What follows belongs to an exercise in optimizing a design on an open flow for small area and few clock cycles; a production flow would make more cautious choices. RTL that was checked went through simulation tests only; none was proved equivalent to the original. For run 3, only the layout was checked, not whether the RTL still works. No activity file was given, so power comes from the tool's default toggle rates.

**flow/flow/run.sh**
```bash
#!/bin/bash
# The standard layout (standard.sh: the standard flow's synthesis script and the ORFS flow), with three
# changes made through ORFS's own variables:
#  - synthesis maps the logic with an area-oriented ABC script (flow/abc_area.script, used in
#    place of ORFS's abc_speed.script in a copy of ORFS's scripts folder; nothing else in the
#    copy differs, and registers are mapped before ABC runs, so they are the standard ones);
#  - the port buffers that placement inserts are buf_1 cells instead of the default choice;
#  - clock tree synthesis builds from clkbuf_4 / clkbuf_8 and inserts no dummy loads.
# Each tool's full output is in the ORFS logs under orfs/logs/; make's output is in
# standard_flow.log in this folder.
set -euo pipefail
rm -rf scripts_abc
cp -r "$FLOW_HOME/scripts" scripts_abc
cp flow/abc_area.script scripts_abc/abc_speed.script
export SCRIPTS_DIR="$PWD/scripts_abc"
export BUFFER_PORTS_ARGS="-buffer_cell sky130_fd_sc_hd__buf_1"
export CTS_ARGS="-sink_clustering_enable -repair_clock_nets -dont_use_dummy_load -buf_list {sky130_fd_sc_hd__clkbuf_2 sky130_fd_sc_hd__clkbuf_4}"
bash standard.sh > standard_flow.log 2>&1
```
**flow/flow/abc_area.script**
```
&get -n
&st
&dch
&nf
&st
&syn2
&dch
&nf
&st
&dch
&nf
&put
topo
dnsize -c
```
**flow/standard.sh**
```bash
#!/bin/bash
# synth_recipe.tcl (not shown) runs the flow's synth.tcl, then flattens the netlist and writes it again
# the make line also repeats each setting of config.mk as NAME=value (left out here)
make -C /OpenROAD-flow-scripts/flow DESIGN_CONFIG=/design/flow/config.mk WORK_HOME=/design/flow/orfs CLKGATE_MAP_FILE= SYNTH_SCRIPT=/design/flow/synth_recipe.tcl "${@:-finish}"
```
**flow/config.mk**
```make
export PLATFORM = sky130hd
export DESIGN_NAME = cached_example_decoder
export DESIGN_NICKNAME = cached_example_decoder
export VERILOG_FILES = /design/flow/design.v
export SDC_FILE = /design/flow/constraint.sdc
export NUM_CORES = 4
export LEC_CHECK = 0
export CAP_MARGIN = 20
export CORE_MARGIN = 2
export CORE_UTILIZATION = 65
export SLEW_MARGIN = 20
```
**flow/constraint.sdc**
```tcl
create_clock -name core_clock -period 9.0 [get_ports {clk}]
set_input_delay 1.8000 -clock core_clock [delete_from_list [all_inputs] [get_ports {clk}]]
set_output_delay 1.8000 -clock core_clock [all_outputs]
set_load 0.01 [all_outputs]
```
**flow/design.v**
```verilog
package cedec_pkg;
    typedef enum logic [2:0] {
        KIND_LABEL     = 3'd0,
        KIND_WEIGHT    = 3'd1,
        KIND_TAG       = 3'd2,
        KIND_NS_HEADER = 3'd3,
        KIND_FEATURE   = 3'd4,
        KIND_TRUNCATED = 3'd5,
        KIND_OVERRUN   = 3'd6
    } kind_t;
endpackage
module cached_example_decoder
#(
    parameter int INDEX_BITS         = 32,
    parameter int LENGTH_FIELD_BYTES = 8
)
(
    input  logic        clk,
    input  logic        rst_n,
    input  logic        in_valid,
    output logic        in_ready,
    input  logic [7:0]  data_byte,
    input  logic        stream_end,
    output logic        out_valid,
    input  logic        out_ready,
    output logic [2:0]  kind,
    output logic [7:0]  namespace_id,
    output logic [31:0] feature_index,
    output logic [31:0] value_bits,
    output logic        last_of_example
);
    typedef enum logic [3:0] {
        PH_LABEL   = 4'd0,
        PH_WEIGHT  = 4'd1,
        PH_NSCOUNT = 4'd2,
        PH_TAGLEN  = 4'd3,
        PH_TAG     = 4'd4,
        PH_NSID    = 4'd5,
        PH_NSLEN   = 4'd6,
        PH_FEAT    = 4'd7,
        PH_FVAL    = 4'd8
    } phase_t;
    phase_t      ph_q, ph_d;
    logic [3:0]  cnt_q, cnt_d;         
    logic [31:0] acc_q, acc_d;         
    logic [63:0] nsl_q, nsl_d;         
    logic [63:0] tls_q, tls_d;         
    logic [31:0] idx_q, idx_d;         
    logic [7:0]  ns_q, ns_d;           
    logic        nsclr_q, nsclr_d;     
    logic [1:0]  fl_q, fl_d;           
    logic        act_q, act_d;         
    logic        hb_q, hb_d;           
    logic        ov_q;
    logic [2:0]  ok_q, ok_d;
    logic        olast_q, olast_d;
    logic        oshow_q, oshow_d;
    logic        step;
    logic        safe;
    logic        rv;                   
    logic [6:0]  d7;
    logic        vdone;
    logic [3:0]  cnt_inc;
    logic [3:0]  cnt_sat;
    logic        hi_zero;              
    logic        tls_one, tls_le4, len_zero;
    logic        nsl_hz, nsl_zero, nsl_new_zero;
    logic        nb;
    logic [7:0]  nsl_lo_dec, hb_dec;
    logic [63:0] tls_step;             
    logic [31:0] contrib;
    logic [31:0] idx_sum;
    logic [1:0]  fl_cur;
    logic        example_done, overrun, end_ns, err, ns_new;
    assign in_ready = !ov_q || out_ready || safe;
    assign safe     = !stream_end &&
                      ((ph_q == PH_NSCOUNT) || (ph_q == PH_TAGLEN) ||
                       ((ph_q == PH_NSID) && (data_byte[7] || !oshow_q)) ||
                       ((ph_q == PH_NSLEN) && (cnt_q[2:0] != 3'd7)));
    assign step     = in_valid && in_ready;
    always_comb
    begin
        d7       = data_byte[6:0];
        vdone    = !data_byte[7];
        cnt_inc  = cnt_q + 4'd1;
        cnt_sat  = (cnt_q >= 4'd10) ? 4'd10 : cnt_inc;
        hi_zero  = (tls_q[63:8] == 56'd0);
        tls_one  = hi_zero && (tls_q[7:0] == 8'd1);
        tls_le4  = hi_zero && (tls_q[7:0] <= 8'd4);
        len_zero = hi_zero && (data_byte == 8'd0);
        hb_dec      = tls_q[15:8] - {7'd0, hb_q};
        tls_step    = tls_q;
        tls_step[7:0] = tls_q[7:0] - 8'd1;
        act_d       = act_q;
        hb_d        = hb_q;
        if (act_q)
        begin
            tls_step[63:8] = {hb_dec, tls_q[63:16]};
            hb_d           = hb_q && (tls_q[15:8] == 8'd0);
            if (tls_q[7:0] == 8'd249)
                act_d = 1'b0;
        end
        else if (tls_q[7:0] == 8'd0)
        begin
            act_d = 1'b1;
            hb_d  = 1'b1;
        end
        nb           = (cnt_q[2:0] == 3'd0) || fl_q[0];
        nsl_lo_dec   = nsl_q[7:0] - {7'd0, nb};
        nsl_hz       = (nsl_q[63:8] == 56'd0);
        nsl_zero     = nsl_hz && (nsl_q[7:0] == 8'd0);
        nsl_new_zero = nsl_hz && (nsl_lo_dec == 8'd0);
        contrib = '0;
        for (int i = 0; i < 32; i++)
            if (int'(cnt_q) == (i + 2) / 7)
                contrib[i] = d7[(i + 2) % 7];
        idx_sum = idx_q + contrib;
        fl_cur  = (cnt_q == 4'd0) ? data_byte[1:0] : fl_q;
        ph_d    = ph_q;
        cnt_d   = cnt_q;
        acc_d   = acc_q;
        nsl_d   = nsl_q;
        tls_d   = tls_q;
        idx_d   = idx_q;
        ns_d    = ns_q;
        nsclr_d = nsclr_q;
        fl_d    = fl_q;
        rv           = 1'b0;
        ok_d         = cedec_pkg::KIND_LABEL;
        olast_d      = 1'b0;
        oshow_d      = 1'b0;
        example_done = 1'b0;
        overrun      = 1'b0;
        end_ns       = 1'b0;
        ns_new       = 1'b0;
        case (ph_q)
            PH_LABEL, PH_WEIGHT:
            begin
                if (ph_q == PH_LABEL)
                    idx_d = '0;
                acc_d = {data_byte, acc_q[31:8]};
                cnt_d = cnt_inc;
                if (cnt_q[1:0] == 2'd3)
                begin
                    rv    = 1'b1;
                    ok_d  = (ph_q == PH_LABEL) ? cedec_pkg::KIND_LABEL : cedec_pkg::KIND_WEIGHT;
                    cnt_d = '0;
                    ph_d  = (ph_q == PH_LABEL) ? PH_WEIGHT : PH_NSCOUNT;
                end
            end
            PH_NSCOUNT:
            begin
                for (int i = 0; i < 64; i++)
                    if (int'(cnt_q) == i / 7)
                        nsl_d[i] = d7[i % 7];
                    else if (cnt_q == 4'd0)
                        nsl_d[i] = 1'b0;
                cnt_d = cnt_sat;
                if (vdone)
                begin
                    cnt_d = '0;
                    ph_d  = PH_TAGLEN;
                end
            end
            PH_TAGLEN:
            begin
                for (int i = 0; i < 64; i++)
                    if (int'(cnt_q) == i / 7)
                        tls_d[i] = d7[i % 7];
                    else if (cnt_q == 4'd0)
                        tls_d[i] = 1'b0;
                act_d = 1'b0;
                cnt_d = cnt_sat;
                if (vdone)
                begin
                    cnt_d = '0;
                    if (((cnt_q != 4'd0) && !(hi_zero && (tls_q[7:0] == 8'd0))) ||
                        ((cnt_q < 4'd10) && (d7 != 7'd0)))
                        ph_d = PH_TAG;
                    else if (!nsl_zero)
                        ph_d = PH_NSID;
                    else
                        example_done = 1'b1;
                end
            end
            PH_TAG:
            begin
                tls_d   = tls_step;
                acc_d   = {24'd0, data_byte};
                rv      = 1'b1;
                ok_d    = cedec_pkg::KIND_TAG;
                olast_d = tls_one && nsl_zero;
                if (tls_one)
                begin
                    if (!nsl_zero)
                        ph_d = PH_NSID;
                    else
                        example_done = 1'b1;
                end
            end
            PH_NSID:
            begin
                if (cnt_q == 4'd0)
                    tls_d[7:0] = {1'b0, d7};
                else if (cnt_q == 4'd1)
                    tls_d[7] = data_byte[0];
                cnt_d = cnt_sat;
                if (vdone)
                begin
                    ns_d    = tls_d[7:0];
                    nsclr_d = 1'b0;
                    ns_new  = 1'b1;
                    cnt_d   = '0;
                    ph_d    = PH_NSLEN;
                end
            end
            PH_NSLEN:
            begin
                tls_d    = {data_byte, tls_q[63:8]};
                act_d    = 1'b0;
                nsl_d    = {nsl_lo_dec, nsl_q[63:8]};
                fl_d[0]  = nb && (nsl_q[7:0] == 8'd0);
                cnt_d    = cnt_inc;
                if (cnt_q[2:0] == 3'd7)
                begin
                    idx_d   = '0;
                    acc_d   = '0;
                    cnt_d   = '0;
                    rv      = 1'b1;
                    ok_d    = cedec_pkg::KIND_NS_HEADER;
                    oshow_d = 1'b1;
                    olast_d = len_zero && nsl_new_zero;
                    if (len_zero)
                        end_ns = 1'b1;
                    else
                        ph_d = PH_FEAT;
                end
            end
            PH_FEAT:
            begin
                tls_d = tls_step;
                idx_d = idx_sum;
                fl_d  = fl_cur;
                cnt_d = cnt_sat;
                if (vdone)
                begin
                    cnt_d = '0;
                    if (fl_cur[0] || !fl_cur[1])
                    begin
                        rv      = 1'b1;
                        ok_d    = cedec_pkg::KIND_FEATURE;
                        oshow_d = 1'b1;
                        acc_d   = fl_cur[0] ? 32'hBF80_0000 : 32'h3F80_0000;
                        olast_d = tls_one && nsl_zero;
                        if (tls_one)
                            end_ns = 1'b1;
                    end
                    else if (tls_le4)
                        overrun = 1'b1;
                    else
                        ph_d = PH_FVAL;
                end
                else if (tls_one)
                    overrun = 1'b1;
            end
            PH_FVAL:
            begin
                tls_d = tls_step;
                acc_d = {data_byte, acc_q[31:8]};
                cnt_d = cnt_inc;
                if (cnt_q[1:0] == 2'd3)
                begin
                    cnt_d   = '0;
                    rv      = 1'b1;
                    ok_d    = cedec_pkg::KIND_FEATURE;
                    oshow_d = 1'b1;
                    olast_d = tls_one && nsl_zero;
                    if (tls_one)
                        end_ns = 1'b1;
                    else
                        ph_d = PH_FEAT;
                end
            end
            default: ;
        endcase
        if (end_ns)
        begin
            if ((ph_q == PH_NSLEN) ? nsl_new_zero : nsl_zero)
                example_done = 1'b1;
            else
                ph_d = PH_NSID;
        end
        err = overrun || (stream_end && !example_done);
        if (err)
        begin
            rv      = 1'b1;
            ok_d    = overrun ? cedec_pkg::KIND_OVERRUN : cedec_pkg::KIND_TRUNCATED;
            olast_d = 1'b1;
            oshow_d = ns_new || !nsclr_q;
            nsclr_d = 1'b1;
            idx_d   = '0;
            acc_d   = '0;
        end
        if (err || example_done)
        begin
            ph_d  = PH_LABEL;
            cnt_d = '0;
        end
    end
    always_ff @(posedge clk or negedge rst_n)
    begin
        if (!rst_n)
        begin
            ph_q    <= PH_LABEL;
            cnt_q   <= '0;
            nsclr_q <= 1'b1;
            ov_q    <= 1'b0;
        end
        else
        begin
            if (step)
            begin
                ph_q    <= ph_d;
                cnt_q   <= cnt_d;
                nsclr_q <= nsclr_d;
            end
            if (step && rv)
                ov_q <= 1'b1;
            else if (out_ready)
                ov_q <= 1'b0;
        end
    end
    always_ff @(posedge clk)
    begin
        if (step)
        begin
            acc_q <= acc_d;
            nsl_q <= nsl_d;
            tls_q <= tls_d;
            idx_q <= idx_d;
            ns_q  <= ns_d;
            fl_q  <= fl_d;
            act_q <= act_d;
            hb_q  <= hb_d;
        end
        if (step && rv)
        begin
            ok_q    <= ok_d;
            olast_q <= olast_d;
            oshow_q <= oshow_d;
        end
    end
    assign out_valid       = ov_q;
    assign kind            = ok_q;
    assign last_of_example = olast_q;
    assign namespace_id    = oshow_q ? ns_q : 8'd0;
    assign feature_index   = idx_q;
    assign value_bits      = acc_q;
endmodule
```
==> impl_metrics.csv, run 1 <==
group,metric,value,unit
critical_path,critPathTopFamily,"compound AO/OA/AOI/OAI gates",
timing,setup_viol,0,
logic_synthesis,synth-main-ff-cell,"edfxtp_1",
logic_synthesis,seq_area_frac_synth,0.558,
detailed_routing,drtIter0Drc,1195,
critical_path,cp_cell_sequence,"clkinv_1 > ha_1 > nand2b_1 > nor2_1 > nand2_1 > fa_1 > nor2b_1 > o21ai_0 > a21boi_0 > o21a_1 > o21ai_0 > a211oi_1 > o211ai_1 > a31o_1 > o31ai_1 > a31o_1 > a31oi_1 > o21ai_0 > a21o_1 > a21oi_1 > a311oi_1",
cts,postCtsHoldBufs,0,
detailed_routing,routed_via_density,6.62,
global_routing,grt_first_pass_wirelength,51.6,mm
critical_path,required,9.48,ns
worst_hold_path,hold_class,"reg2reg",
floorplanning,num_rows,49,
place,port_buffers,90,
detailed_routing,routed_wl,33.7,mm
floorplanning,chipWidth,138,µm
global_routing,grt_max_degree,98,
logic_synthesis,synth_edf_count,209,
global_routing,grt_usage,0.345,
critical_path,start_kind,"register",
critical_path,crit_top_cell,"o21ai_0",
final_layout,fin_util,0.723,
power,p_per_area,176,nW/µm²
timing,tns,0,ns
timing,period_share,0.649,
critical_path,path_class,"reg2reg",
timing,finClkSkew,0.0965,ns
detailed_routing,drc,0,
detailed_routing,routed-via-count,10300,
logic_synthesis,async_flop_share,0.0457,
critical_path,critPathBufInv,1,
final_layout,nNetsFinal,1394,
timing,slew_viol_final,0,
detailed_routing,postRouteAntennaNets,0,
detailed_routing,wl_per_cell,21.5,µm
timing,rsz0062_at_grt,"false",
critical_path,critPathMaxFanout,9,
logic_synthesis,synth_area,11700,µm²
floorplanning,core_area,17800,µm²
logic_synthesis,synth.distinct_cells,52,
floorplanning,die_h,138,µm
place,place.gp.congestion,1.05,
cts,cts_max_level,2,
timing,worst_pin_slew,1.03,ns
logic_synthesis,syn_area_per_cell,9.98,µm²
cts,cts_tree,"done",
logic_synthesis,synth-seq-cells,219,
logic_synthesis,ys.warnings.count,1,
cts,clock_sinks,219,
critical_path,slowest_delay,0.59,ns
global_routing,gr-total-overflow,0,
logic_synthesis,synth_cells,1173,
critical_path,crit_path_top_delay_cell,"nor2_1",
cts,clk_pin_slew,0.06,ns
cts,post_cts_buffers,0,
timing,slew_headroom,0.312,
timing,fin_crit,5.84,ns
detailed_routing,dr.pass1.iters,6,
floorplanning,io_pins,91,
floorplanning,start_util,0.656,
final_layout,syn_to_final_growth,10.2,%
timing,max_freq,171,MHz
cts,cts-root-buf,"clkbuf_4",
cts,numCtsBuffers,56,
floorplanning,die_area,19100,µm²
critical_path,arrival,6.32,ns
final_layout,drive_gt1_frac,0.0570,
power,vdd_drop_max,0.000137,V
power,total_power,2.26,mW
global_routing,grt_antenna_before_repair,1,
global_routing,grt_pass1_vias,9666,
place,hpwl,23.6,mm
run_status,status,"no timing/DRC/antenna violations",
timing,hold_violations,0,
cts,clock_path_buffers,3,
logic_synthesis,syn-num-nets,1231,
critical_path,critical_path.endpoint_type,"register",
power,power.leakage,4.61,nW
job,drv_cap,0,
cts,worstSkewPairLatency,0.70,ns
cts,post_cts_resized,0,
## placed cells by master, fill, tap and decap left out, types with 4 or more instances in the layout
master and instances:
nor2_1 72, nand4_1 14, buf_4 14, nor3_1 19, or2_0 9, nand3_1 21, xnor2_1 12, edfxtp_1 209
nor4_1 34, clkinv_1 52, o211ai_1 6, o22ai_1 14, ha_1 44, nand2b_1 10, a221oi_1 6, a22o_1 11
o21a_1 5, nand2_1 259, nor2b_1 8, buf_1 90, and3_1 28, clkbuf_4 56, xor2_1 7, o21ai_0 143
a31oi_1 12, a21boi_0 5, a21oi_1 84, a21o_1 18, dfrtp_1 9, nor3b_1 4, and2_0 14, a211oi_1 6
## per-layer routing
layer  global-route usage  share of wire  up-vias
met5                    0              0        -
li1                     -              -     4709
met3               0.0963           0.12      105
met1                0.492           0.41     4822
met2                0.504           0.44      712
met4                0.146          0.033        0
## cell usage after synthesis, drive strengths merged, types with 6 or more instances
cell type,instances,area (µm²)
a211oi,6,45.0
a21o,18,135
a21oi,85,425
a221oi,6,52.6
a22o,11,96.3
a31oi,12,75.1
and2,14,87.6
and3,28,175
clkinv,52,195
dfrtp,9,225
edfxtp,209,6280
ha,44,551
nand2,260,976
nand2b,10,62.6
nand3,21,105
nand4,14,87.6
nor2,73,274
nor2b,8,50.1
nor3,19,95.1
nor4,34,213
o211ai,6,45.0
o21ai,143,716
o22ai,14,87.6
or2,9,56.3
xnor2,12,105
xor2,7,61.3
## registers in the layout, indices dropped and copies added (netlist names), 2 cells and up
signal,flops
acc_q,32
cnt_q,4
fl_q,2
idx_q,32
ns_q,8
nsl_q,64
ok_q,3
ph_q,4
tls_q,64
## per-stage QoR
step | hold WS, ns | worst slack (ns) | cell area [µm²] | instances
after floorplan | 0.458 | 1.39 | 11700 | 1173
after global placement | 0.480 | 2.70 | 12500 | 1506
after detailed placement | 0.492 | 2.54 | 12500 | 1506
after CTS | 0.507 | 3.23 | 12900 | 1562
after global routing | 0.526 | 2.61 | 12900 | 1564
final | 0.503 | 3.16 | 12900 | 1564
## kinds of logic after synthesis
| kind of cell | count (synthesis) | share of synthesized area |
|---|---|---|
| buffers and inverters | 52 | 0.0167 |
| multiplexers | 1 | 0.000855 |
| AND/OR/NAND/NOR | 500 | 0.193 |
| adder cells (fa/ha/maj) | 45 | 0.0487 |
| XOR/XNOR | 19 | 0.0142 |
| flip-flops | 219 | 0.558 |
| AO/OA/AOI/OAI | 337 | 0.169 |
## cell type report
cell class | instances | area (µm²)
clock buffer | 56 | 420
antenna | 1 | 2.50
timing repair buffer | 105 | 448
inverter | 52 | 195
multi-input combinational | 902 | 5020
sequential | 219 | 6530
tap | 229 | 287
fill | 1350 | 4940
## power breakdown
group          switching, mW  total, mW  internal, mW  leakage [nW]
clock                  0.360      0.640         0.281         0.258
sequential            0.0312       1.21          1.17          2.11
combinational          0.288      0.419         0.131          2.24
total                  0.679       2.26          1.59          4.61
## final timing paths
check,from,endpoint,slack (ns),cells after the start
worst max-delay path,cnt_q[0],idx_q[30],3.16,21
min in group asynchronous,rst_n,ov_q,1.17,1
worst max register to register,cnt_q[0],idx_q[30],3.16,21
worst min register to register,ov_q,ov_q,0.50,1
worst min-delay path,ov_q,ov_q,0.50,1
max in group asynchronous,rst_n,cnt_q[3],7.36,1
Testbench counts, summed over its fixed seeds: cycles 28,388.
==> run 2, diff against run 1 <==
--- a/flow/design.v
+++ b/flow/design.v
@@ -49,6 +49,7 @@
     logic [7:0]  ns_q, ns_d;           
     logic        nsclr_q, nsclr_d;     
     logic [1:0]  fl_q, fl_d;           
+    logic [4:0]  stg_q, stg_d;         
     logic        act_q, act_d;         
     logic        hb_q, hb_d;           
     logic        ov_q;
@@ -76,7 +77,8 @@
     assign safe     = !stream_end &&
                       ((ph_q == PH_NSCOUNT) || (ph_q == PH_TAGLEN) ||
                        ((ph_q == PH_NSID) && (data_byte[7] || !oshow_q)) ||
-                       ((ph_q == PH_NSLEN) && (cnt_q[2:0] != 3'd7)));
+                       ((ph_q == PH_NSLEN) && (cnt_q[2:0] != 3'd7)) ||
+                       ((ph_q == PH_FEAT) && (cnt_q == 4'd0) && data_byte[7] && !tls_one));
     assign step     = in_valid && in_ready;
     always_comb
     begin
@@ -114,6 +116,8 @@
         for (int i = 0; i < 32; i++)
             if (int'(cnt_q) == (i + 2) / 7)
                 contrib[i] = d7[(i + 2) % 7];
+        if (cnt_q == 4'd1)
+            contrib[4:0] = stg_q;
         idx_sum = idx_q + contrib;
         fl_cur  = (cnt_q == 4'd0) ? data_byte[1:0] : fl_q;
         ph_d    = ph_q;
@@ -125,6 +129,7 @@
         ns_d    = ns_q;
         nsclr_d = nsclr_q;
         fl_d    = fl_q;
+        stg_d   = stg_q;
         rv           = 1'b0;
         ok_d         = cedec_pkg::KIND_LABEL;
         olast_d      = 1'b0;
@@ -239,7 +244,10 @@
             PH_FEAT:
             begin
                 tls_d = tls_step;
-                idx_d = idx_sum;
+                if (cnt_q != 4'd0 || vdone)
+                    idx_d = idx_sum;
+                if (cnt_q == 4'd0)
+                    stg_d = d7[6:2];
                 fl_d  = fl_cur;
                 cnt_d = cnt_sat;
                 if (vdone)
@@ -340,6 +348,7 @@
             idx_q <= idx_d;
             ns_q  <= ns_d;
             fl_q  <= fl_d;
+            stg_q <= stg_d;
             act_q <= act_d;
             hb_q  <= hb_d;
         end
--- a/flow/flow/run.sh
+++ b/flow/flow/run.sh
@@ -14,5 +14,5 @@
 cp flow/abc_area.script scripts_abc/abc_speed.script
 export SCRIPTS_DIR="$PWD/scripts_abc"
 export BUFFER_PORTS_ARGS="-buffer_cell sky130_fd_sc_hd__buf_1"
-export CTS_ARGS="-sink_clustering_enable -repair_clock_nets -dont_use_dummy_load -buf_list {sky130_fd_sc_hd__clkbuf_2 sky130_fd_sc_hd__clkbuf_4}"
+export CTS_ARGS="-sink_clustering_enable -repair_clock_nets -dont_use_dummy_load -buf_list {sky130_fd_sc_hd__clkbuf_4 sky130_fd_sc_hd__clkbuf_8}"
 bash standard.sh > standard_flow.log 2>&1
--- a/flow/config.mk
+++ b/flow/config.mk
@@ -7,5 +7,5 @@
 export LEC_CHECK = 0
 export CAP_MARGIN = 20
 export CORE_MARGIN = 2
-export CORE_UTILIZATION = 65
+export CORE_UTILIZATION = 55
 export SLEW_MARGIN = 20
==> run 2 against run 1 <==
Utilization decreased by 9.1 points. Sequential power up 9.9%. Fmax is 2.5% lower. Cell count grew 3.5%. Setup slack worse by 0.15 ns. Via count down 2.8%. Critical path type unchanged. Critical endpoint is now idx_q[31]. Highest routed layer unchanged.
==> impl_metrics.csv, run 2 <==
group,metric,value,unit
timing,finClkSkew,0.0581,ns
logic_synthesis,yosys.area.top_type,"edfxtp_1",
run_status,status,"no timing/DRC/antenna violations",
place,placed_area,12800,µm²
critical_path,cp.depth,19,
logic_synthesis,synth.distinct_cells,53,
timing,hold_violations,0,
power,vdd_drop_max,0.000125,V
logic_synthesis,synth_area,12000,µm²
power,total_power,2.85,mW
logic_synthesis,async_flop_share,0.0446,
final_layout,fill_cells,1850,
global_routing,grt_first_pass_wirelength,52.8,mm
global_routing,grt_antenna_before_repair,0,
place,port_buffers,90,
floorplanning,num_rows,53,
detailed_routing,routed_wl,34.4,mm
timing,fin_crit,5.99,ns
worst_hold_path,hold_class,"reg2reg",
timing,rsz0062_at_grt,"false",
floorplanning,io_pins,91,
detailed_routing,routed-via-count,10100,
critical_path,crit_path_top_delay_cell,"dfrtp_1",
logic_synthesis,ys.warnings.count,1,
final_layout,top_regs,"nsl_q: 64 flops, tls_q: 64 flops",
place,pre_cts_slack,2.58,ns
critical_path,required,9.25,ns
detailed_routing,drtIter0Drc,904,
detailed_routing,drc,0,
cts,clock_path_buffers,3,
cts,clock_sinks,224,
floorplanning,die_area,22900,µm²
cts,clk_pin_slew,0.05,ns
cts,postCtsHoldBufs,0,
logic_synthesis,synth_area_leaders,"edfxtp_1 (54%), nand2_1 (8.1%), o21ai_0 (6.4%)",
critical_path,critPathTopFamily,"compound AO/OA/AOI/OAI gates",
final_layout,final_common_cell,"nand2_1",
job,drv_cap,0,
global_routing,grt_usage,0.304,
place,hpwl,23.7,mm
floorplanning,start_util,0.565,
critical_path,critical_path.endpoint_type,"register",
power,power.leakage,4.74,nW
power,p_per_area,213,nW/µm²
detailed_routing,dr.pass1.iters,6,
cts,post_cts_resized,0,
logic_synthesis,synth-seq-cells,224,
timing,slew_viol_final,0,
logic_synthesis,seq_area_frac_synth,0.558,
timing,slew_headroom,0.182,
cts,cts_tree,"done",
detailed_routing,wl_per_cell,21.2,µm
final_layout,syn_to_final_growth,11.8,%
logic_synthesis,synth_common_cells,"nand2_1 (257), edfxtp_1 (214), o21ai_0 (154)",
floorplanning,chipWidth,151,µm
final_layout,stdcell_area,13400,µm²
critical_path,path_class,"reg2reg",
global_routing,gr-total-overflow,0,
floorplanning,core_area,21200,µm²
detailed_routing,postRouteAntennaNets,0,
critical_path,start_kind,"register",
logic_synthesis,syn_area_per_cell,9.99,µm²
critical_path,arrival,6.24,ns
timing,fin_ws,3.01,ns
timing,period_share,0.666,
logic_synthesis,synth_edf_count,214,
timing,worst_pin_slew,1.23,ns
final_layout,drive_gt1_frac,0.0461,
logic_synthesis,synth_top_area_share,0.537,
timing,max_freq,167,MHz
worst_hold_path,whs_path_depth,2,
critical_path,cp_cell_sequence,"nor2_1 > nand2_1 > nor2_1 > a22o_1 > ha_1 > a21o_1 > a21oi_1 > o21ai_0 > a31o_1 > a221o_1 > a21oi_1 > o31a_1 > o21ai_0 > a31o_1 > a221o_1 > a31oi_1 > o21ai_0 > a221oi_1 > a311oi_1",
cts,post_cts_buffers,0,
final_layout,final_cell_mix,"nand2_1 (256), edfxtp_1 (214), o21ai_0 (154)",
logic_synthesis,synth_cells,1197,
final_layout,diodes,0,
timing,setup_viol,0,
place,place.gp.congestion,0.958,
critical_path,critPathMaxFanout,12,
cts,worstSkewPairLatency,0.55,ns
global_routing,grt_pass1_vias,9566,
cts,cts-root-buf,"clkbuf_8",
cts,cts_max_level,2,
logic_synthesis,yosys.cell_count.top_type,"nand2_1",
logic_synthesis,synth-main-ff-cell,"edfxtp_1",
global_routing,grt_max_degree,118,
critical_path,r2r_cells,19,
critical_path,critPathBufInv,0,
floorplanning,die_h,151,µm
logic_synthesis,syn-num-nets,1255,
detailed_routing,routed_via_density,6.21,
critical_path,slowest_delay,0.50,ns
cts,numCtsBuffers,40,
timing,tns,0,ns
final_layout,nNetsFinal,1404,
critical_path,crit_top_cell,"o21ai_0",
==> run 2: cell count changes after synthesis, sizes merged, moves of 5 or more <==
cell and change:
nor2 +17, o21ai +11, a21oi -10, nor3 +9
a31oi -6, xor2 +6, a22o -5, edfxtp +5
nand4 -5
==> run 2: stage by stage <==
| stage | std cells | utilization | hold slack (ns) |
|---|---|---|---|
| final | 1619 | 0.632 | 0.460 |
| after global placement | 1578 | 0.605 | 0.450 |
| after global routing | 1619 | 0.632 | 0.475 |
| after detailed placement | 1578 | 0.605 | 0.459 |
| after CTS | 1618 | 0.631 | 0.463 |
| after floorplan | 1197 | - | 0.437 |
==> run 2: tightest hold or removal path, stage by stage, from the launching register on <==
cell	delay, ns
dfstp_2	0.36
clkinv_1	0.04
o22ai_1	0.05
==> run 2: path summary, 6_finish.rpt <==
kind                            slack, ns  startpoint        end
worst max-delay path                 3.01    cnt_q[2]  idx_q[31]
worst min-delay path                 0.46     nsclr_q    nsclr_q
worst max register to register       3.01    cnt_q[2]  idx_q[31]
worst min register to register       0.46     nsclr_q    nsclr_q
max in group asynchronous            7.28       rst_n    ph_q[3]
min in group asynchronous            1.28       rst_n   cnt_q[1]
==> run 2: logic make-up after synthesis <==
group / after synthesis / synth area share
AND/OR/NAND/NOR: 521 / 0.196
buffers and inverters: 51 / 0.0160
XOR/XNOR: 27 / 0.0198
adder cells (fa/ha/maj): 45 / 0.0477
flip-flops: 224 / 0.558
AO/OA/AOI/OAI: 328 / 0.161
multiplexers: 1 / 0.000837
==> run 2: where the power goes <==
| part | internal [mW] | leakage (nW) | switching [mW] |
|---|---|---|---|
| Clock | 0.391 | 0.288 | 0.374 |
| Combinational | 0.250 | 2.33 | 0.503 |
| Sequential | 1.27 | 2.12 | 0.0646 |
==> run 2: cell type report <==
| type | count | area, µm² | share of cell area |
|---|---|---|---|
| flip-flops and latches | 224 | 6680 | 0.499 |
| clock buffers | 40 | 551 | 0.0412 |
| well taps | 275 | 344 | 0.0257 |
| repair buffers | 107 | 485 | 0.0363 |
| multi-input cells | 922 | 5120 | 0.383 |
| inverters | 51 | 191 | 0.0143 |
==> run 2: routing by layer <==
| layer | routed length [µm] | track usage |
|---|---|---|
| met5 | 0 | 0 |
| met4 | 1430 | 0.133 |
| met3 | 2780 | 0.0533 |
| met2 | 15800 | 0.482 |
| met1 | 14400 | 0.414 |
Testbench counts of run 2, summed over its fixed seeds: cycles 27,931.
==> run 3, diff against run 2 <==
--- a/flow/design.v
+++ b/flow/design.v
@@ -49,7 +49,6 @@
     logic [7:0]  ns_q, ns_d;           
     logic        nsclr_q, nsclr_d;     
     logic [1:0]  fl_q, fl_d;           
-    logic [4:0]  stg_q, stg_d;         
     logic        act_q, act_d;         
     logic        hb_q, hb_d;           
     logic        ov_q;
@@ -71,14 +70,16 @@
     logic [63:0] tls_step;             
     logic [31:0] contrib;
     logic [31:0] idx_sum;
+    logic [6:0]  seg_a, seg_b;
+    logic [7:0]  seg_s;
+    logic        seg_co, run;
     logic [1:0]  fl_cur;
     logic        example_done, overrun, end_ns, err, ns_new;
     assign in_ready = !ov_q || out_ready || safe;
     assign safe     = !stream_end &&
                       ((ph_q == PH_NSCOUNT) || (ph_q == PH_TAGLEN) ||
                        ((ph_q == PH_NSID) && (data_byte[7] || !oshow_q)) ||
-                       ((ph_q == PH_NSLEN) && (cnt_q[2:0] != 3'd7)) ||
-                       ((ph_q == PH_FEAT) && (cnt_q == 4'd0) && data_byte[7] && !tls_one));
+                       ((ph_q == PH_NSLEN) && (cnt_q[2:0] != 3'd7)));
     assign step     = in_valid && in_ready;
     always_comb
     begin
@@ -116,9 +117,30 @@
         for (int i = 0; i < 32; i++)
             if (int'(cnt_q) == (i + 2) / 7)
                 contrib[i] = d7[(i + 2) % 7];
-        if (cnt_q == 4'd1)
-            contrib[4:0] = stg_q;
-        idx_sum = idx_q + contrib;
+        seg_a = '0;
+        seg_b = '0;
+        case (cnt_q)
+            4'd0:    begin seg_a[4:0] = idx_q[4:0];   seg_b[4:0] = d7[6:2]; end
+            4'd1:    begin seg_a      = idx_q[11:5];  seg_b      = d7;      end
+            4'd2:    begin seg_a      = idx_q[18:12]; seg_b      = d7;      end
+            4'd3:    begin seg_a      = idx_q[25:19]; seg_b      = d7;      end
+            4'd4:    begin seg_a[5:0] = idx_q[31:26]; seg_b[5:0] = d7[5:0]; end
+            default: ;
+        endcase
+        seg_s  = {1'b0, seg_a} + {1'b0, seg_b};
+        seg_co = (cnt_q == 4'd0) ? seg_s[5] : seg_s[7];
+        idx_sum = idx_q;
+        run     = 1'b0;
+        for (int i = 0; i < 32; i++)
+        begin
+            if (i == 5 || i == 12 || i == 19 || i == 26)
+                run = (int'(cnt_q) == (i + 2) / 7 - 1) ? seg_co : run;
+            if (int'(cnt_q) == (i + 2) / 7)
+                idx_sum[i] = seg_s[(i + 2) % 7 - ((cnt_q == 4'd0) ? 2 : 0)];
+            else
+                idx_sum[i] = idx_q[i] ^ run;
+            run = run & idx_q[i];
+        end
         fl_cur  = (cnt_q == 4'd0) ? data_byte[1:0] : fl_q;
         ph_d    = ph_q;
         cnt_d   = cnt_q;
@@ -129,7 +151,6 @@
         ns_d    = ns_q;
         nsclr_d = nsclr_q;
         fl_d    = fl_q;
-        stg_d   = stg_q;
         rv           = 1'b0;
         ok_d         = cedec_pkg::KIND_LABEL;
         olast_d      = 1'b0;
@@ -244,10 +265,7 @@
             PH_FEAT:
             begin
                 tls_d = tls_step;
-                if (cnt_q != 4'd0 || vdone)
-                    idx_d = idx_sum;
-                if (cnt_q == 4'd0)
-                    stg_d = d7[6:2];
+                idx_d = idx_sum;
                 fl_d  = fl_cur;
                 cnt_d = cnt_sat;
                 if (vdone)
@@ -348,7 +366,6 @@
             idx_q <= idx_d;
             ns_q  <= ns_d;
             fl_q  <= fl_d;
-            stg_q <= stg_d;
             act_q <= act_d;
             hb_q  <= hb_d;
         end
--- a/flow/flow/run.sh
+++ b/flow/flow/run.sh
@@ -14,5 +14,5 @@
 cp flow/abc_area.script scripts_abc/abc_speed.script
 export SCRIPTS_DIR="$PWD/scripts_abc"
 export BUFFER_PORTS_ARGS="-buffer_cell sky130_fd_sc_hd__buf_1"
-export CTS_ARGS="-sink_clustering_enable -repair_clock_nets -dont_use_dummy_load -buf_list {sky130_fd_sc_hd__clkbuf_4 sky130_fd_sc_hd__clkbuf_8}"
+export CTS_ARGS="-sink_clustering_enable -repair_clock_nets -dont_use_dummy_load -buf_list {sky130_fd_sc_hd__clkbuf_4} -sink_clustering_size 10 -sink_clustering_max_diameter 60"
 bash standard.sh > standard_flow.log 2>&1
--- a/flow/config.mk
+++ b/flow/config.mk
@@ -5,7 +5,7 @@
 export SDC_FILE = /design/flow/constraint.sdc
 export NUM_CORES = 4
 export LEC_CHECK = 0
-export CAP_MARGIN = 20
+export CAP_MARGIN = 0
 export CORE_MARGIN = 2
 export CORE_UTILIZATION = 55
-export SLEW_MARGIN = 20
+export SLEW_MARGIN = 0
==> run 3 against run 2 <==
Setup slack got worse by 2.6 ns. Clock-buffer cell count decreased by 14. Synthesized cell count fell by 5.3%. Register-to-register slack got worse by 2.5 ns. Sequential power increased by 8%. Via count shrank 3.2%. Area after synthesis down 3.7%. Worst hold slack gained 0.035 ns. Global-route usage grew 0.28 points. First-iteration DRC count is 9.4% higher. Combinational power rose by about 70%.
==> impl_metrics.csv, run 3 <==
group,metric,value,unit
final_layout,stdcell_area,12800,µm²
logic_synthesis,synth-seq-cells,219,
critical_path,required,9.37,ns
logic_synthesis,synth_top_area_share,0.545,
timing,slew_headroom,0.234,
floorplanning,start_util,0.566,
place,dp.cells,1529,
cts,numCtsBuffers,26,
floorplanning,die_h,149,µm
timing,slew_viol_final,0,
detailed_routing,drc,0,
place,placed_area,12500,µm²
logic_synthesis,synth-main-ff-cell,"edfxtp_1",
critical_path,start_kind,"input pin",
global_routing,grt_first_pass_wirelength,51.9,mm
logic_synthesis,synth_cells,1133,
timing,max_freq,116,MHz
final_layout,final_common_cell,"nand2_1",
floorplanning,die_area,22100,µm²
timing,whs,0.494,ns
place,place.gp.congestion,0.921,
final_layout,nNetsFinal,1349,
cts,worstSkewPairLatency,0.69,ns
final_layout,syn_to_final_growth,11.1,%
global_routing,grt_pass1_vias,9059,
logic_synthesis,yosys.cell_count.top_type,"nand2_1",
critical_path,critPathMaxFanout,2,
critical_path,cp.depth,46,
critical_path,critPathBufInv,2,
critical_path,crit_path_top_delay_cell,"ha_1",
timing,fin_ws,0.403,ns
logic_synthesis,synth_area_leaders,"edfxtp_1 (54%), nand2_1 (8.8%), o21ai_0 (5.6%)",
critical_path,arrival,8.97,ns
floorplanning,io_pins,91,
timing,hold_violations,0,
detailed_routing,dr.pass1.iters,6,
cts,clock_sinks,219,
place,hpwl,24.4,mm
detailed_routing,routed-via-count,9743,
run_status,status,"no timing/DRC/antenna violations",
global_routing,gr-total-overflow,0,
final_layout,top_regs,"nsl_q: 64 flops, tls_q: 64 flops",
timing,period_share,0.955,
floorplanning,num_rows,52,
job,drv_cap,0,
global_routing,grt_antenna_before_repair,1,
cts,cts-root-buf,"clkbuf_4",
timing,fin_crit,8.60,ns
power,total_power,3.17,mW
place,pre_cts_slack,-0.389,ns
critical_path,slowest_delay,0.30,ns
timing,finClkSkew,0.0632,ns
worst_hold_path,whs_path_depth,2,
worst_hold_path,whs_endpoint,"nsclr_q",
power,vdd_drop_max,0.000164,V
logic_synthesis,ys.warnings.count,1,
power,p_per_area,247,nW/µm²
place,port_buffers,90,
detailed_routing,routed_via_density,6.25,
timing,worst_pin_slew,1.15,ns
worst_hold_path,hold_start,"nsclr_q",
critical_path,critPathTopFamily,"adder cells",
cts,cts_tree,"done",
power,power.leakage,4.45,nW
logic_synthesis,synth_area,11500,µm²
critical_path,critical_path.endpoint_type,"register",
final_layout,drive_gt1_frac,0.0653,
worst_hold_path,hold_class,"reg2reg",
critical_path,r2r_end,"idx_q[31]",
logic_synthesis,syn-num-nets,1193,
detailed_routing,routed_wl,34.5,mm
detailed_routing,drtIter0Drc,989,
critical_path,crit_top_cell,"ha_1",
floorplanning,core_area,20400,µm²
logic_synthesis,synth_common_cells,"nand2_1 (269), edfxtp_1 (209), o21ai_0 (130)",
cts,clock_path_buffers,3,
logic_synthesis,async_flop_share,0.0457,
floorplanning,chipWidth,149,µm
critical_path,r2r_cells,47,
logic_synthesis,synth_edf_count,209,
cts,clk_pin_slew,0.12,ns
critical_path,timing.critical_path.from,"data_byte[3]",
detailed_routing,wl_per_cell,22.1,µm
logic_synthesis,seq_area_frac_synth,0.567,
critical_path,path_class,"in2reg",
logic_synthesis,syn_area_per_cell,10.2,µm²
cts,cts_max_level,1,
timing,tns,0,ns
global_routing,grt_usage,0.307,
final_layout,final_cell_mix,"nand2_1 (267), edfxtp_1 (209), o21ai_0 (130)",
logic_synthesis,yosys.area.top_type,"edfxtp_1",
logic_synthesis,synth.distinct_cells,54,
critical_path,timing.rr.start,"cnt_q[3]",
final_layout,fin_cells,1558,
detailed_routing,postRouteAntennaNets,0,
timing,setup_viol,0,
global_routing,grt_max_degree,117,
final_layout,fin_util,0.628,
critical_path,regToRegSetupSlack,0.48,ns
-- run 3: cell families after synthesis --
family                   Yosys count  share of synthesized area
multiplexers                       2                    0.00196
AO/OA/AOI/OAI                    288                      0.150
flip-flops                       219                      0.567
XOR/XNOR                          20                     0.0152
AND/OR/NAND/NOR                  533                      0.206
adder cells (fa/ha/maj)           47                     0.0517
buffers and inverters             24                    0.00782
-- run 3: cell type report --
cell class | instances | area [µm²]
antenna | 1 | 2.50
inverter | 24 | 90.1
sequential | 219 | 6530
tap | 270 | 338
clock buffer | 26 | 195
multi-input combinational | 890 | 4990
fill | 1746 | 7570
timing repair buffer | 128 | 651
-- run 3: report_power, final --
| part | internal [mW] | switching (mW) |
|---|---|---|
| Combinational | 0.416 | 0.865 |
| Clock | 0.132 | 0.320 |
| Sequential | 1.32 | 0.116 |
| Total | 1.87 | 1.30 |
-- run 3: how the worst max path moves through the flow --
stage	to	slack, ns
global route	idx_q[31]	-0.0007
detailed placement	idx_q[31]	-0.39
finish	idx_q[31]	0.40
CTS	idx_q[31]	0.15
global placement	idx_q[31]	-0.16
floorplan	idx_q[31]	0.01
-- run 3: worst min-delay path: stages, from the launching register on --
cell and delay [ns]:
dfstp_2 0.39, o21ai_0 0.06, nand2_1 0.06
-- run 3: what timing repair did --
action                     in CTS  in global routing
setup endpoints to repair       0                  3
gates resized for setup         0                 25
setup buffers                   0                  2
hold buffers                    0                  0
-- run 3: routing by layer --
metal	vias to the layer above	global-route usage	routed length, µm	part of all wire
met4	0	0.0743	797	0.023
met3	59	0.0540	3020	0.088
met1	4645	0.439	14600	0.42
met2	492	0.494	16100	0.47
met5	-	0	0	0
li1	4547	-	-	-
==> run 4, diff against run 3 <==
--- a/flow/design.v
+++ b/flow/design.v
@@ -73,6 +73,7 @@
     logic [6:0]  seg_a, seg_b;
     logic [7:0]  seg_s;
     logic        seg_co, run;
+    logic [4:0]  seg_ci, seg_one;
     logic [1:0]  fl_cur;
     logic        example_done, overrun, end_ns, err, ns_new;
     assign in_ready = !ov_q || out_ready || safe;
@@ -129,17 +130,27 @@
         endcase
         seg_s  = {1'b0, seg_a} + {1'b0, seg_b};
         seg_co = (cnt_q == 4'd0) ? seg_s[5] : seg_s[7];
+        for (int k = 0; k < 5; k++)
+        begin
+            seg_one[k] = 1'b1;
+            for (int i = ((k == 0) ? 0 : 7 * k - 2); i <= ((k == 4) ? 31 : 7 * k + 4); i++)
+                seg_one[k] = seg_one[k] & idx_q[i];
+        end
+        seg_ci = '0;
+        for (int k = 1; k < 5; k++)
+            seg_ci[k] = (int'(cnt_q) == k - 1) ? seg_co : (seg_ci[k-1] && seg_one[k-1]);
         idx_sum = idx_q;
-        run     = 1'b0;
-        for (int i = 0; i < 32; i++)
+        for (int k = 0; k < 5; k++)
         begin
-            if (i == 5 || i == 12 || i == 19 || i == 26)
-                run = (int'(cnt_q) == (i + 2) / 7 - 1) ? seg_co : run;
-            if (int'(cnt_q) == (i + 2) / 7)
-                idx_sum[i] = seg_s[(i + 2) % 7 - ((cnt_q == 4'd0) ? 2 : 0)];
-            else
-                idx_sum[i] = idx_q[i] ^ run;
-            run = run & idx_q[i];
+            run = seg_ci[k];
+            for (int i = ((k == 0) ? 0 : 7 * k - 2); i <= ((k == 4) ? 31 : 7 * k + 4); i++)
+            begin
+                if (int'(cnt_q) == k)
+                    idx_sum[i] = seg_s[(i + 2) % 7 - ((k == 0) ? 2 : 0)];
+                else
+                    idx_sum[i] = idx_q[i] ^ run;
+                run = run & idx_q[i];
+            end
         end
         fl_cur  = (cnt_q == 4'd0) ? data_byte[1:0] : fl_q;
         ph_d    = ph_q;
==> flow/flow/run.sh (replaced) <==
#!/bin/bash
# The standard layout (standard.sh: the standard flow's synthesis script and the ORFS flow), with three
# changes made through ORFS's own variables:
#  - synthesis maps the logic with an area-oriented ABC script (flow/abc_area.script, used in
#    place of ORFS's abc_speed.script in a copy of ORFS's scripts folder; nothing else in the
#    copy differs, and registers are mapped before ABC runs, so they are the standard ones);
#  - the port buffers that placement inserts are buf_1 cells instead of the default choice;
#  - clock tree synthesis builds from clkbuf_4 only, in clusters of at most 8 sinks within
#    50 um, and inserts no dummy loads.
# Each tool's full output is in the ORFS logs under orfs/logs/; make's output is in
# standard_flow.log in this folder.
set -euo pipefail
rm -rf scripts_abc
cp -r "$FLOW_HOME/scripts" scripts_abc
cp flow/abc_area.script scripts_abc/abc_speed.script
export SCRIPTS_DIR="$PWD/scripts_abc"
export BUFFER_PORTS_ARGS="-buffer_cell sky130_fd_sc_hd__buf_1"
export CTS_ARGS="-sink_clustering_enable -repair_clock_nets -dont_use_dummy_load -buf_list {sky130_fd_sc_hd__clkbuf_4} -sink_clustering_size 8 -sink_clustering_max_diameter 50"
bash standard.sh > standard_flow.log 2>&1
--- a/flow/config.mk
+++ b/flow/config.mk
@@ -5,7 +5,7 @@
 export SDC_FILE = /design/flow/constraint.sdc
 export NUM_CORES = 4
 export LEC_CHECK = 0
-export CAP_MARGIN = 0
+export CAP_MARGIN = 20
 export CORE_MARGIN = 2
 export CORE_UTILIZATION = 55
-export SLEW_MARGIN = 0
+export SLEW_MARGIN = 20
==> run 4 against run 3 <==
Still clean on timing, DRC and antenna. Synthesized cell count fell by 2.6%. Routed wire length fell by 0.42%. Cell count fell by 2.4%. Die area fell by 0.48%. Sequential share of layout area rose by 0.73 points. Critical path type is now reg2reg. Largest cell class unchanged. Largest power group unchanged.
==> impl_metrics.csv, run 4 <==
group,metric,value,unit
timing,slew_viol_final,0,
global_routing,grt_antenna_before_repair,1,
cts,post_cts_buffers,0,
timing,whs,0.485,ns
worst_hold_path,whs_path_depth,2,
cts,clock_path_buffers,3,
logic_synthesis,yosys.area.top_type,"edfxtp_1",
critical_path,slowest_delay,0.47,ns
cts,cts_tree,"done",
timing,worst_pin_slew,1.10,ns
floorplanning,num_rows,52,
final_layout,final_cell_mix,"nand2_1 (253), edfxtp_1 (209), o21ai_0 (128)",
detailed_routing,wl_per_cell,22.6,µm
global_routing,gr-total-overflow,0,
logic_synthesis,yosys.cell_count.top_type,"nand2_1",
critical_path,r2r_end,"idx_q[24]",
logic_synthesis,synth_edf_count,209,
floorplanning,io_pins,91,
run_status,status,"no timing/DRC/antenna violations",
logic_synthesis,synth_common_cells,"nand2_1 (254), edfxtp_1 (209), o21ai_0 (132)",
logic_synthesis,seq_area_frac_synth,0.570,
worst_hold_path,whs_endpoint,"nsclr_q",
critical_path,regToRegSetupSlack,3.34,ns
logic_synthesis,synth.distinct_cells,56,
timing,tns,0,ns
critical_path,critPathBufInv,2,
logic_synthesis,synth_xor_area_frac,0.0168,
logic_synthesis,synth-seq-cells,219,
final_layout,stdcell_area,12600,µm²
critical_path,path_class,"reg2reg",
job,drv_cap,0,
final_layout,multi_input_area,4880,µm²
cts,clock_sinks,219,
logic_synthesis,syn-num-nets,1161,
cts,worstSkewPairLatency,0.65,ns
logic_synthesis,synth_top_area_share,0.548,
detailed_routing,drc,0,
cts,clk_pin_slew,0.10,ns
place,pre_cts_slack,3.06,ns
floorplanning,chipWidth,148,µm
detailed_routing,postRouteAntennaNets,0,
critical_path,start_kind,"register",
floorplanning,core_area,20400,µm²
power,total_power,2.72,mW
place,port_buffers,90,
detailed_routing,dr.pass1.iters,6,
final_layout,fin_cells,1520,
critical_path,crit_path_top_delay_cell,"ha_1",
final_layout,regArea,6530,µm²
critical_path,timing.rr.start,"cnt_q[1]",
power,power.leakage,4.41,nW
global_routing,grt_max_degree,119,
power,p_per_area,216,nW/µm²
timing,setup_viol,0,
timing,hold_violations,0,
critical_path,critPathTopFamily,"adder cells",
timing,fin_crit,5.66,ns
logic_synthesis,syn_area_per_cell,10.4,µm²
critical_path,critical_path.endpoint_type,"register",
cts,cts-root-buf,"clkbuf_4",
place,placed_area,12400,µm²
cts,cts_max_level,2,
logic_synthesis,synth_cells,1104,
detailed_routing,routed_wl,34.3,mm
timing,period_share,0.629,
global_routing,grt_first_pass_wirelength,52.9,mm
timing,slew_headroom,0.269,
logic_synthesis,synth_top_family_by_area,"simple AND/OR/NAND/NOR gates",
global_routing,grt_usage,0.316,
logic_synthesis,synth-compound-area-share,0.158,
critical_path,critPathMaxFanout,26,
timing,max_freq,177,MHz
worst_hold_path,hold_class,"reg2reg",
timing,rsz0062_at_grt,"false",
detailed_routing,drtIter0Drc,971,
worst_hold_path,hold_start,"nsclr_q",
critical_path,required,9.38,ns
logic_synthesis,synth_fa_ha_area_frac,0.0487,
critical_path,r2r_cells,25,
detailed_routing,routed_via_density,6.32,
final_layout,drive_gt1_frac,0.0512,
floorplanning,start_util,0.563,
logic_synthesis,async_flop_share,0.0457,
logic_synthesis,muxShareOfSynthArea,0.000873,
place,place.gp.congestion,0.893,
global_routing,grt_pass1_vias,9148,
logic_synthesis,synth_area_leaders,"edfxtp_1 (55%), nand2_1 (8.3%), o21ai_0 (5.8%)",
logic_synthesis,synthSimpleGateAreaFrac,0.198,
final_layout,fin_util,0.619,
timing,finClkSkew,0.0724,ns
final_layout,final_common_cell,"nand2_1",
floorplanning,die_h,148,µm
place,dp.cells,1485,
critical_path,arrival,6.04,ns
cts,postCtsHoldBufs,0,
final_layout,syn_to_final_growth,10.0,%
logic_synthesis,synth_area,11500,µm²
logic_synthesis,ys.warnings.count,1,
cts,post_cts_resized,0,
final_layout,nNetsFinal,1308,
cts,numCtsBuffers,34,
critical_path,crit_top_cell,"ha_1",
power,vdd_drop_max,0.000134,V
detailed_routing,routed-via-count,9607,
place,hpwl,24.1,mm
final_layout,top_regs,"nsl_q: 64 flops, tls_q: 64 flops",
logic_synthesis,synth-main-ff-cell,"edfxtp_1",
timing,fin_ws,3.34,ns
final_layout,fill_cells,1791,
floorplanning,die_area,22000,µm²
[run 4: cell count changes after synthesis, sizes merged, moves of 8 or more]
cell and change:
a211oi -8, a21oi -19, a22o +11, nand2 -15
nor2 -16, nor3 -10, nor4 +8
[run 4: cell families (layout without fill, tap and decap cells)]
kind of cell,count (synthesis),after routing
simple gates,502,502
compound gates,291,291
flops,219,219
fa+ha+maj,44,44
buf+inv,25,170
xor+xnor,22,22
mux,1,1
other cells,0,1
[run 4: worst max-delay path by stage]
stage                 startpoint  slack, ns  depth (start not counted)         to
finish                  cnt_q[1]       3.34                         25  idx_q[24]
global route            cnt_q[1]       3.03                         25  idx_q[24]
CTS                     cnt_q[1]       3.39                         25  idx_q[24]
detailed placement  data_byte[4]       3.06                         18  idx_q[24]
global placement    data_byte[4]       3.11                         18  idx_q[24]
floorplan                ph_q[2]       2.37                          7   acc_q[0]
[run 4: tightest hold or removal path, cell delays in order, from the launching register on]
cell and delay (ns):
dfstp_2 0.37, o21ai_0 0.06, nand2_1 0.05
[run 4: area by class of cell]
class	count	share of cell area
inverter	25	0.00744
timing repair buffer	111	0.0409
antenna	1	0.000198
multi-input combinational	860	0.387
tap	270	0.0268
sequential	219	0.518
clock buffer	34	0.0202
[run 4: per-layer routing]
layer,vias up,global-route usage,routed length [µm]
met5,-,0,0
met4,0,0.0910,809
met3,77,0.0577,2840
met2,469,0.506,16200
met1,4606,0.446,14500
li1,4455,-,-
[run 4: report_power, final]
part           leakage (nW)  internal [mW]  switching (mW)
Combinational          2.10          0.260           0.597
Sequential             2.15           1.27          0.0855
Clock                 0.156          0.175           0.336
Total                  4.41           1.70            1.02
Testbench counts of run 4, summed over its fixed seeds: cycles 28,388.
==> run 5, diff against run 4 <==
--- a/flow/design.v
+++ b/flow/design.v
@@ -49,7 +49,8 @@
     logic [7:0]  ns_q, ns_d;           
     logic        nsclr_q, nsclr_d;     
     logic [1:0]  fl_q, fl_d;           
-    logic        act_q, act_d;         
+    logic        act_q, act_d;
+    logic        nz_q, nz_d;           
     logic        hb_q, hb_d;           
     logic        ov_q;
     logic [2:0]  ok_q, ok_d;
@@ -64,7 +65,7 @@
     logic [3:0]  cnt_sat;
     logic        hi_zero;              
     logic        tls_one, tls_le4, len_zero;
-    logic        nsl_hz, nsl_zero, nsl_new_zero;
+    logic        nsl_zero, nsl_new_zero;
     logic        nb;
     logic [7:0]  nsl_lo_dec, hb_dec;
     logic [63:0] tls_step;             
@@ -111,9 +112,8 @@
         end
         nb           = (cnt_q[2:0] == 3'd0) || fl_q[0];
         nsl_lo_dec   = nsl_q[7:0] - {7'd0, nb};
-        nsl_hz       = (nsl_q[63:8] == 56'd0);
-        nsl_zero     = nsl_hz && (nsl_q[7:0] == 8'd0);
-        nsl_new_zero = nsl_hz && (nsl_lo_dec == 8'd0);
+        nsl_zero     = !nz_q;
+        nsl_new_zero = !nz_q && (nsl_lo_dec == 8'd0);
         contrib = '0;
         for (int i = 0; i < 32; i++)
             if (int'(cnt_q) == (i + 2) / 7)
@@ -162,6 +162,7 @@
         ns_d    = ns_q;
         nsclr_d = nsclr_q;
         fl_d    = fl_q;
+        nz_d    = nz_q;
         rv           = 1'b0;
         ok_d         = cedec_pkg::KIND_LABEL;
         olast_d      = 1'b0;
@@ -192,6 +193,8 @@
                         nsl_d[i] = d7[i % 7];
                     else if (cnt_q == 4'd0)
                         nsl_d[i] = 1'b0;
+                nz_d = ((cnt_q != 4'd0) && nz_q) ||
+                       ((cnt_q < 4'd9) && (d7 != 7'd0)) || ((cnt_q == 4'd9) && d7[0]);
                 cnt_d = cnt_sat;
                 if (vdone)
                 begin
@@ -256,6 +259,7 @@
                 tls_d    = {data_byte, tls_q[63:8]};
                 act_d    = 1'b0;
                 nsl_d    = {nsl_lo_dec, nsl_q[63:8]};
+                nz_d     = ((cnt_q[2:0] != 3'd0) && nz_q) || (nsl_lo_dec != 8'd0);
                 fl_d[0]  = nb && (nsl_q[7:0] == 8'd0);
                 cnt_d    = cnt_inc;
                 if (cnt_q[2:0] == 3'd7)
@@ -377,6 +381,7 @@
             idx_q <= idx_d;
             ns_q  <= ns_d;
             fl_q  <= fl_d;
+            nz_q  <= nz_d;
             act_q <= act_d;
             hb_q  <= hb_d;
         end
--- a/flow/config.mk
+++ b/flow/config.mk
@@ -8,4 +8,5 @@
 export CAP_MARGIN = 20
 export CORE_MARGIN = 2
 export CORE_UTILIZATION = 55
+export GPL_TIMING_DRIVEN = 0
 export SLEW_MARGIN = 20
==> run 5 against run 4 <==
Fmax decreased by 11%. Worst hold slack worse by 0.021 ns. First-iteration DRC count up 10%. Area after synthesis down 0.44%. Flip-flop and latch count rose by 1. Register-to-register slack worse by 0.70 ns. Total power grew 15%. Clock-buffer cell count increased by 2. Sequential power grew 7%. Clock skew rose by 0.0015 ns. Setup slack got worse by 0.70 ns. Critical endpoint is now idx_q[31]. Largest power group unchanged.
==> impl_metrics.csv, run 5 <==
group,metric,value,unit
run_status,status,"no timing/DRC/antenna violations",
cts,cts_max_level,2,
logic_synthesis,synth_cells,1094,
global_routing,met2_usage,0.457,
final_layout,nNetsFinal,1296,
timing,finClkSkew,0.0739,ns
floorplanning,io_pins,91,
power,pwr-share-clk,0.168,
final_layout,fin_cells,1507,
cts,cts_tree,"done",
power,vdd_drop_max,0.000158,V
cts,clock_path_buffers,3,
final_layout,syn_to_final_growth,11.2,%
timing,setup_viol,0,
global_routing,grt_pass1_vias,8805,
logic_synthesis,syn-num-nets,1152,
timing,max_freq,157,MHz
cts,clk_pin_slew,0.08,ns
logic_synthesis,synth_top_area_share,0.553,
final_layout,final_common_cell,"nand2_1",
power,comb_power_share,0.374,
timing,rsz0062_at_grt,"false",
detailed_routing,routed_wl,32.5,mm
power,power.leakage,4.42,nW
critical_path,path_class,"reg2reg",
place,hpwl,22.7,mm
global_routing,gr-total-overflow,0,
final_layout,drive_gt1_frac,0.0550,
timing,hold_violations,0,
timing,fin_ws,2.64,ns
logic_synthesis,yosys.area.top_type,"edfxtp_1",
power,power_switching,1.27,mW
worst_hold_path,hold_start,"nsclr_q",
floorplanning,num_rows,52,
timing,slew_headroom,0.226,
global_routing,use_met1,0.438,
logic_synthesis,synth_area,11400,µm²
final_layout,top_regs,"nsl_q: 64 flops, tls_q: 64 flops",
logic_synthesis,seq_area_frac_synth,0.575,
timing,period_share,0.707,
cts,postCtsHoldBufs,0,
global_routing,met3_usage,0.0485,
floorplanning,core_area,20300,µm²
global_routing,grt_max_degree,54,
logic_synthesis,synth-main-ff-cell,"edfxtp_1",
detailed_routing,dr.pass1.iters,6,
place,pre_cts_slack,2.67,ns
final_layout,fill_cells,1739,
floorplanning,die_h,148,µm
power,p_int,1.87,mW
logic_synthesis,synth_common_cells,"nand2_1 (260), edfxtp_1 (210), o21ai_0 (130)",
detailed_routing,routed_via_density,6.22,
global_routing,grt_antenna_before_repair,1,
detailed_routing,routed-via-count,9372,
critical_path,arrival,6.79,ns
worst_hold_path,hold_class,"reg2reg",
global_routing,grt_usage,0.299,
critical_path,timing.critical_path.from,"cnt_q[1]",
logic_synthesis,ys.warnings.count,1,
critical_path,critPathMaxFanout,11,
timing,slew_viol_final,0,
timing,worst_pin_slew,1.16,ns
global_routing,grt_first_pass_wirelength,50.1,mm
cts,numCtsBuffers,36,
final_layout,final_cell_mix,"nand2_1 (258), edfxtp_1 (210), o21ai_0 (129)",
logic_synthesis,syn_area_per_cell,10.4,µm²
critical_path,timing.rr.start,"cnt_q[1]",
cts,post_cts_resized,0,
floorplanning,die_area,21900,µm²
logic_synthesis,synth_edf_count,210,
detailed_routing,wl_per_cell,21.6,µm
timing,fin_crit,6.36,ns
place,place.gp.congestion,0.942,
cts,post_cts_buffers,0,
floorplanning,start_util,0.562,
detailed_routing,postRouteAntennaNets,0,
job,drv_cap,0,
floorplanning,chipWidth,148,µm
logic_synthesis,synth.distinct_cells,54,
detailed_routing,drtIter0Drc,1071,
power,switching_share,0.403,
place,port_buffers,90,
power,p_per_area,247,nW/µm²
logic_synthesis,synth_area_leaders,"edfxtp_1 (55%), nand2_1 (8.6%), o21ai_0 (5.7%)",
critical_path,required,9.43,ns
critical_path,start_kind,"register",
logic_synthesis,yosys.cell_count.top_type,"nand2_1",
detailed_routing,drc,0,
global_routing,top_usage_layer,"met2",
logic_synthesis,async_flop_share,0.0455,
cts,worstSkewPairLatency,0.65,ns
critical_path,critical_path.endpoint_type,"register",
logic_synthesis,synth-seq-cells,220,
power,seqPwrFrac,0.458,
cts,cts-root-buf,"clkbuf_4",
cts,clock_sinks,220,
place,dp.cells,1470,
==> run 5: cell count changes in the layout (fill, tap and decap cells not counted), moves of 5 or more <==
cell,before,now
a21oi_1,41,46
buf_4,20,6
nand2_1,253,258
nor4_1,36,18
==> run 5: routing by layer <==
metal  routed length (µm)  up-vias
li1                     -     4387
met1                13900     4444
met2                14700      464
met3                 2860       77
met4                 1020        0
met5                    0        -
==> run 5: area by class of cell <==
| type | instances | area (µm²) | area share |
|---|---|---|---|
| flip-flops and latches | 220 | 6560 | 0.517 |
| multi-input cells | 849 | 4840 | 0.381 |
| clock buffers | 36 | 270 | 0.0213 |
| repair buffers | 106 | 589 | 0.0464 |
| diodes | 1 | 2.50 | 0.000197 |
| inverters | 25 | 93.8 | 0.00739 |
| well taps | 270 | 338 | 0.0266 |
==> run 5: cells by family after synthesis <==
| group | count (synthesis) | synth area share |
|---|---|---|
| multiplexers | 1 | 0.000877 |
| adder cells (fa/ha/maj) | 45 | 0.0500 |
| flip-flops | 220 | 0.575 |
| XOR/XNOR | 25 | 0.0192 |
| AND/OR/NAND/NOR | 496 | 0.195 |
| AO/OA/AOI/OAI | 282 | 0.152 |
| buffers and inverters | 25 | 0.00822 |
==> run 5: worst max-delay path, stage by stage, from the launching register on <==
cell and delay (ns):
dfrtp_1 0.48, ha_1 0.62, clkinv_1 0.29, nor3_2 0.59
nor3_1 0.17, nand2_1 0.24, nand2_1 0.08, nand2_1 0.14
ha_1 0.24, a21o_1 0.16, a21oi_1 0.24, o21bai_1 0.09
a21oi_1 0.25, xnor2_1 0.23, o31a_1 0.36, or3_1 0.38
a21oi_1 0.23, o2bb2ai_1 0.16, ha_1 0.19, ha_1 0.14
ha_1 0.17, ha_1 0.16, ha_1 0.21, xor2_1 0.16
nor2_1 0.05, a211oi_1 0.17
==> run 5: power by group through the flow <==
stage | Combinational [mW] | Sequential [mW] | Clock (mW)
finish | 1.17 | 1.44 | 0.526
global route | 1.30 | 1.45 | 0.574
CTS | 1.17 | 1.43 | 0.536
detailed placement | 1.16 | 1.45 | 0
global placement | 1.11 | 1.46 | 0
floorplan | 0.726 | 1.46 | 0
==> run 5: final timing paths <==
path	cells past startpoint	end	slack, ns
setup / recovery	25	idx_q[31]	2.64
hold / removal	2	nsclr_q	0.46
setup reg to reg	25	idx_q[31]	2.64
hold reg to reg	2	nsclr_q	0.46
max in group asynchronous	1	nsclr_q	7.44
min in group asynchronous	1	cnt_q[0]	1.16
==> run 5: per-stage QoR <==
step                      setup TNS [ns]  power [mW]  area, µm²  hold WS, ns   util
final                                  0        3.14      12700        0.464  0.625
after global routing                   0        3.33      12700        0.475  0.625
after CTS                              0        3.14      12700        0.463  0.625
after detailed placement               0        2.61      12400        0.460  0.612
after global placement            -10.06        2.58      12100        0.450  0.595
after floorplan                        0        2.18      11400        0.435      -
Testbench counts of run 5, summed over its fixed seeds: cycles 28,388.

[static timing again, ports no longer ideal]
Ports are ideal in the flow. The routed layouts listed here were re-timed in OpenROAD. Step 1, drivers: a clkbuf_16 drives clk and a buf_2 each remaining input, both assumed. Step 2 also shifts input and output timing later by t, the mid clock arrival at the registers, as if the neighbouring blocks saw the same clock. Three values: no drivers, after step 1, after step 2; two values: the first two.
run	t, ns	slack for setup (ns)	worst setup path at the end
run 1	0.695	3.156 / 3.156 / 2.485	input to register
run 2	0.560	3.007 / 3.007 / 2.551	input to register
run 3	0.708	0.403 / 0.422 / -0.286	input to register
run 4	0.656	3.341 / 3.341 / 3.038	input to register
run 5	0.652	2.638 / 2.638 / 2.638	register to register
With both steps, setup timing fails in run 3, where it was met with ideal ports. The setup slack of run 3, which loses most, moves by +0.019 ns with the drivers and by -0.689 ns with both steps.
